From an optimization exercise on the open Yosys and OpenROAD flow, aimed at small area, a short achievable clock period and few clock cycles per item; shortcuts taken in it are not production practice.
Where RTL was checked, it was by simulation tests only, not by an equivalence proof against the original.
Power figures rest on the tool's default switching activity, not on a simulated workload.

## windowed_average_fee_policy
module windowed_average_fee_policy (
  input  logic                             clk_i,
  input  logic                             rst_ni,
  input  logic                             s_axis_tvalid,
  output logic                             s_axis_tready,
  input  logic [8*wafp_pkg::IN_BYTES-1:0]  s_axis_tdata,
  output logic                             m_axis_tvalid,
  input  logic                             m_axis_tready,
  output logic [8*wafp_pkg::OUT_BYTES-1:0] m_axis_tdata
);
Size in the first run: roughly 94 I/O pins.
Settings: LEC_CHECK=0, ABC_CLOCK_PERIOD_IN_PS=2500, CAP_MARGIN=20, CORE_MARGIN=2, CORE_UTILIZATION=55, CTS_BUF_LIST=sky130_fd_sc_hd__clkbuf_4 sky130_fd_sc_hd__clkbuf_8, CTS_CLUSTER_DIAMETER=50, CTS_CLUSTER_SIZE=20, SETUP_SLACK_MARGIN=5, SLEW_MARGIN=20; clock period 8.0 ns.
run.sh (not shown) runs the stock make flow with config.mk's settings and CLKGATE_MAP_FILE= SYNTH_SCRIPT=/design/flow/synth_recipe.tcl, a recipe that flattens the netlist after the stock synthesis.
The baseline finished with timing, DRC and antenna clean.
Next try:
Settings changed: ABC_AREA set to 1.
Effect: The new run ran to the end with no violations. Cell count goes up by 13%. Clock power goes down by about 0.8%. Final area stays flat. Count of clock-buffer cells in the layout goes down by 8. Wire length goes up by 9.1%. Combinational power goes up by about 0.8%. Total power goes down by 2.5%. Via count goes up by 9.8%. Setup slack gets better by 130 ps. Maximum frequency goes up by 4.2%. Register-to-register slack gets better by 510 ps.
No functional check of the RTL was part of any run of this note.

---

Another version of the RTL of windowed_average_fee_policy (not shown whole).
Size in the first run: ~5,100 cells after synthesis, roughly 94 I/O pins, about 66,000 µm² of cells after synthesis.
==> flow/design.v (excerpt) <==
module windowed_average_fee_policy (
  input  logic                             clk_i,
  input  logic                             rst_ni,
  input  logic                             s_axis_tvalid,
  output logic                             s_axis_tready,
  input  logic [8*wafp_pkg::IN_BYTES-1:0]  s_axis_tdata,
  output logic                             m_axis_tvalid,
  input  logic                             m_axis_tready,
  output logic [8*wafp_pkg::OUT_BYTES-1:0] m_axis_tdata
);
Settings: LEC_CHECK=0, ABC_AREA=1, ABC_CLOCK_PERIOD_IN_PS=2500, CAP_MARGIN=20, CORE_MARGIN=2, CORE_UTILIZATION=55, CTS_BUF_LIST=sky130_fd_sc_hd__clkbuf_8 sky130_fd_sc_hd__clkbuf_16, CTS_CLUSTER_DIAMETER=70, CTS_CLUSTER_SIZE=30, SETUP_SLACK_MARGIN=5, SLEW_MARGIN=20; clock period 8.0 ns.
standard.sh (not shown) runs the stock make flow with config.mk's settings and CLKGATE_MAP_FILE= SYNTH_SCRIPT=/design/flow/synth_recipe.tcl, a recipe that flattens the netlist after the stock synthesis.
==> flow/flow/run.sh <==
#!/bin/bash
set -euo pipefail
export BUFFER_PORTS_ARGS="-buffer_cell sky130_fd_sc_hd__buf_4"
export CTS_ARGS="-sink_clustering_enable -repair_clock_nets -sink_clustering_size 20 -sink_clustering_max_diameter 50 -buf_list {sky130_fd_sc_hd__clkbuf_16} -dont_use_dummy_load"
sed "s/SETUP_SLACK_MARGIN=5 /SETUP_SLACK_MARGIN=5.3 /" standard.sh > standard_m.sh
bash standard_m.sh finish > flow_make.log 2>&1
The starting point ran to the end with no violations.
Testbench counts at the start, summed over its fixed seeds: cycles 4,840, items 4,800.
Next try:
==> flow/flow/run.sh (replaced) <==
#!/bin/bash
set -euo pipefail
export BUFFER_PORTS_ARGS="-buffer_cell sky130_fd_sc_hd__buf_4"
export CTS_ARGS="-sink_clustering_enable -repair_clock_nets -sink_clustering_size 30 -sink_clustering_max_diameter 70 -buf_list {sky130_fd_sc_hd__clkbuf_8 sky130_fd_sc_hd__clkbuf_16} -root_buf sky130_fd_sc_hd__clkbuf_16 -tree_buf sky130_fd_sc_hd__clkbuf_16 -balance_levels -dont_use_dummy_load"
sed "s/SETUP_SLACK_MARGIN=5 /SETUP_SLACK_MARGIN=5.3 /" standard.sh > standard_m.sh
bash standard_m.sh finish > flow_make.log 2>&1
--- a/flow/config.mk
+++ b/flow/config.mk
@@ -10,5 +10,5 @@
 export CAP_MARGIN = 20
 export CORE_MARGIN = 2
-export CORE_UTILIZATION = 55
+export CORE_UTILIZATION = 65
 export CTS_BUF_LIST = sky130_fd_sc_hd__clkbuf_8 sky130_fd_sc_hd__clkbuf_16
 export CTS_CLUSTER_DIAMETER = 70
What happened:
- power decreases by 6.1%
- setup slack gains 0.068 ns
- fmax increases by 2.4%
- global-route usage increases by 3.8 points
Next try:
==> flow/flow/run.sh (replaced) <==
#!/bin/bash
set -euo pipefail
export BUFFER_PORTS_ARGS="-buffer_cell sky130_fd_sc_hd__buf_4"
export CTS_ARGS="-sink_clustering_enable -repair_clock_nets -sink_clustering_size 30 -sink_clustering_max_diameter 70 -buf_list {sky130_fd_sc_hd__clkbuf_8 sky130_fd_sc_hd__clkbuf_16} -dont_use_dummy_load"
sed "s/SETUP_SLACK_MARGIN=5 /SETUP_SLACK_MARGIN=5.3 /" standard.sh > standard_m.sh
bash standard_m.sh finish > flow_make.log 2>&1
After rerunning:
- core utilization stays the same
- final cell count stays the same
- critical path depth stays the same
- design area does not change
Next try:
--- a/flow/config.mk
+++ b/flow/config.mk
@@ -7,5 +7,5 @@
 export LEC_CHECK = 0
 export ABC_AREA = 1
-export ABC_CLOCK_PERIOD_IN_PS = 2500
+export ABC_CLOCK_PERIOD_IN_PS = 8000
 export CAP_MARGIN = 20
 export CORE_MARGIN = 2
What happened: Area after synthesis does not change. Non-clock buffer count is unchanged. Final cell count stays the same.

---

windowed_average_fee_policy again, from the RTL that the note above started with.
// windowed_average_fee_policy
module windowed_average_fee_policy (
  input  logic                             clk_i,
  input  logic                             rst_ni,
  input  logic                             s_axis_tvalid,
  output logic                             s_axis_tready,
  input  logic [8*wafp_pkg::IN_BYTES-1:0]  s_axis_tdata,
  output logic                             m_axis_tvalid,
  input  logic                             m_axis_tready,
  output logic [8*wafp_pkg::OUT_BYTES-1:0] m_axis_tdata
);
  localparam int unsigned SB = wafp_pkg::SAMPLE_BITS;
  localparam int unsigned XB = 17;                    
  localparam int unsigned UB = XB + 6;                
  localparam int unsigned CB = wafp_pkg::COUNT_BITS;  
  localparam int unsigned QD = 6;                     
  localparam int unsigned OB = 3;                     
  localparam logic [2:0] TC_LOW = 3'd0;
  localparam logic [2:0] TC_MID = 3'd1;
  localparam logic [2:0] TC_1   = 3'd2;
  localparam logic [2:0] TC_2   = 3'd3;
  localparam logic [2:0] TC_3   = 3'd4;
  localparam logic [2:0] TC_4   = 3'd5;
  logic [5:0]    phase_q;       
  logic          started_q;     
  logic [OB-1:0] owed_q;        
  logic          ready_q, ready_out_q;
  logic          in_fire, out_fire;
  logic [5:0]    phase_d;
  logic [OB-1:0] owed_d;
  logic          ready_d;
  assign s_axis_tready = ready_out_q;
  assign in_fire       = s_axis_tvalid && ready_q;
  assign phase_d = (in_fire || !started_q) ? '0 : phase_q + 6'd1;
  assign owed_d  = owed_q + OB'(in_fire) - OB'(out_fire);
  logic phase_wrap, rdy_in, rdy_in_out, rdy_none;
  assign phase_wrap = !started_q || (phase_q == 6'd63);
  assign rdy_in     = (owed_q < OB'(QD - 1));
  assign rdy_in_out = (owed_q < OB'(QD));
  assign rdy_none   = phase_wrap && (owed_q < OB'(QD));
  assign ready_d    = in_fire ? (out_fire ? rdy_in_out : rdy_in)
  ...
clock: 8.0 ns
lec_check: 0
abc_area: 1
abc_clock_period_in_ps: 2500
cap_margin: 20
core_margin: 2
core_utilization: 65
cts_buf_list: sky130_fd_sc_hd__clkbuf_8 sky130_fd_sc_hd__clkbuf_16
cts_cluster_diameter: 70
cts_cluster_size: 30
setup_slack_margin: 5
slew_margin: 20
run.sh (not shown) runs the stock make flow with config.mk's settings and CLKGATE_MAP_FILE= SYNTH_SCRIPT=/design/flow/synth_recipe.tcl, a recipe that flattens the netlist after the stock synthesis.
Stock flow here: none of the scripts above is used.
Testbench counts at the start, summed over its fixed seeds: cycles 4,840, items 4,800.
==> next run, changes <==
==> flow/flow/run.sh (new file) <==
#!/bin/bash
set -euo pipefail
export BUFFER_PORTS_ARGS="-buffer_cell sky130_fd_sc_hd__buf_4"
export CTS_ARGS="-sink_clustering_enable -repair_clock_nets -sink_clustering_size 30 -sink_clustering_max_diameter 70 -buf_list {sky130_fd_sc_hd__clkbuf_8 sky130_fd_sc_hd__clkbuf_16} -dont_use_dummy_load"
sed "s/SETUP_SLACK_MARGIN=5 /SETUP_SLACK_MARGIN=5.3 /" standard.sh > standard_m.sh
bash standard_m.sh finish > flow_make.log 2>&1
==> flow/standard.sh (new file) <==
#!/bin/bash
# synth_recipe.tcl (not shown) runs the flow's synth.tcl, then flattens the netlist and writes it again
# the make line also repeats each setting of config.mk as NAME=value (left out here)
make -C /OpenROAD-flow-scripts/flow DESIGN_CONFIG=/design/flow/config.mk WORK_HOME=/design/flow/orfs CLKGATE_MAP_FILE= SYNTH_SCRIPT=/design/flow/synth_recipe.tcl "${@:-finish}"
--- a/flow/config.mk
+++ b/flow/config.mk
@@ -12 +12 @@
-export CORE_UTILIZATION = 65
+export CORE_UTILIZATION = 55
removed: flow/run.sh
=> The changed run completed with no timing, DRC or antenna violations; worst hold slack got worse by 0.085 ns; final cell count is higher by 3.1%; maximum frequency is higher by 3.1%; setup slack improved by 0.089 ns; cell area barely changes; core utilization is lower by 11 points.
==> next run, changes <==
--- a/flow/flow/run.sh
+++ b/flow/flow/run.sh
@@ -3 +3 @@
-export BUFFER_PORTS_ARGS="-buffer_cell sky130_fd_sc_hd__buf_4"
+export BUFFER_PORTS_ARGS="-buffer_cell sky130_fd_sc_hd__buf_2"
--- a/flow/config.mk
+++ b/flow/config.mk
@@ -12 +12 @@
-export CORE_UTILIZATION = 55
+export CORE_UTILIZATION = 65
=> Worst setup slack got worse by 0.0083 ns. Wire length rose by 3.9%. Global-route usage climbs by 3.9 points. Worst hold slack is better by 0.046 ns. Cell count goes down by 3.4%.
==> next run, changes <==
==> flow/flow/run.sh (replaced) <==
#!/bin/bash
set -euo pipefail
export BUFFER_PORTS_ARGS="-buffer_cell sky130_fd_sc_hd__buf_4"
export CTS_ARGS="-sink_clustering_enable -repair_clock_nets -sink_clustering_size 24 -sink_clustering_max_diameter 60 -buf_list {sky130_fd_sc_hd__clkbuf_8 sky130_fd_sc_hd__clkbuf_16} -dont_use_dummy_load"
sed "s/SETUP_SLACK_MARGIN=5 /SETUP_SLACK_MARGIN=5.3 /" standard.sh > standard_m.sh
bash standard_m.sh finish > flow_make.log 2>&1
Outcome:
- total power goes up by a few percent
- hold slack gets better by 0.017 ns
- via count goes up slightly

-- re-timing with driven ports --
No port has a modelled driver above. Below, the same layouts with a new extraction and two added sets of constraints. Step 1, drivers: a clkbuf_16 drives clk_i and a buf_2 each remaining input, both assumed. Step 2 moves the port delays by t, midway between the first and last clock arrival at a register: inputs arrive t later, outputs are due t later. That takes back most of the time a late clock gives input paths. Three values: no drivers, after step 1, after step 2; two values: the first two.
run	t (ns)	setup slack, ns	hold WS [ns]	latest minus earliest clock arrival (ns)	slew at the worst register clock pin (ns)
the first run of note 1	0.932	4.690 / 4.690 / 4.101	0.299 / 0.299 / 0.299	0.043 / 0.042	0.12 / 0.12
the second run of note 1	0.940	4.823 / 4.757 / 4.417	0.304 / 0.304 / 0.304	0.063 / 0.064	0.11 / 0.11
the first run of note 2	0.813	5.095 / 5.026 / 4.566	0.267 / 0.267 / 0.267	0.097 / 0.096	0.08 / 0.08
the second run of note 2	0.754	5.163 / 5.092 / 4.648	0.265 / 0.265 / 0.265	0.125 / 0.126	0.12 / 0.12
the third run of note 2	0.754	5.163 / 5.092 / 4.648	0.265 / 0.265 / 0.265	0.125 / 0.126	0.12 / 0.12
the fourth run of note 2	0.754	5.163 / 5.092 / 4.648	0.265 / 0.265 / 0.265	0.125 / 0.126	0.12 / 0.12
the first run of note 3	0.788	5.060 / 4.995 / 4.305	0.312 / 0.312 / 0.312	0.052 / 0.052	0.11 / 0.11
the second run of note 3	0.766	5.149 / 5.080 / 4.643	0.227 / 0.227 / 0.227	0.126 / 0.126	0.11 / 0.11
the third run of note 3	0.756	5.141 / 5.069 / 4.650	0.273 / 0.273 / 0.273	0.131 / 0.132	0.12 / 0.12
the fourth run of note 3	0.783	5.122 / 5.053 / 4.610	0.289 / 0.289 / 0.289	0.105 / 0.105	0.10 / 0.10
After both steps setup and hold are still met in every run listed. The setup slack of the first run of note 3, which loses most, moves by -0.065 ns with the drivers and by -0.755 ns with both steps.
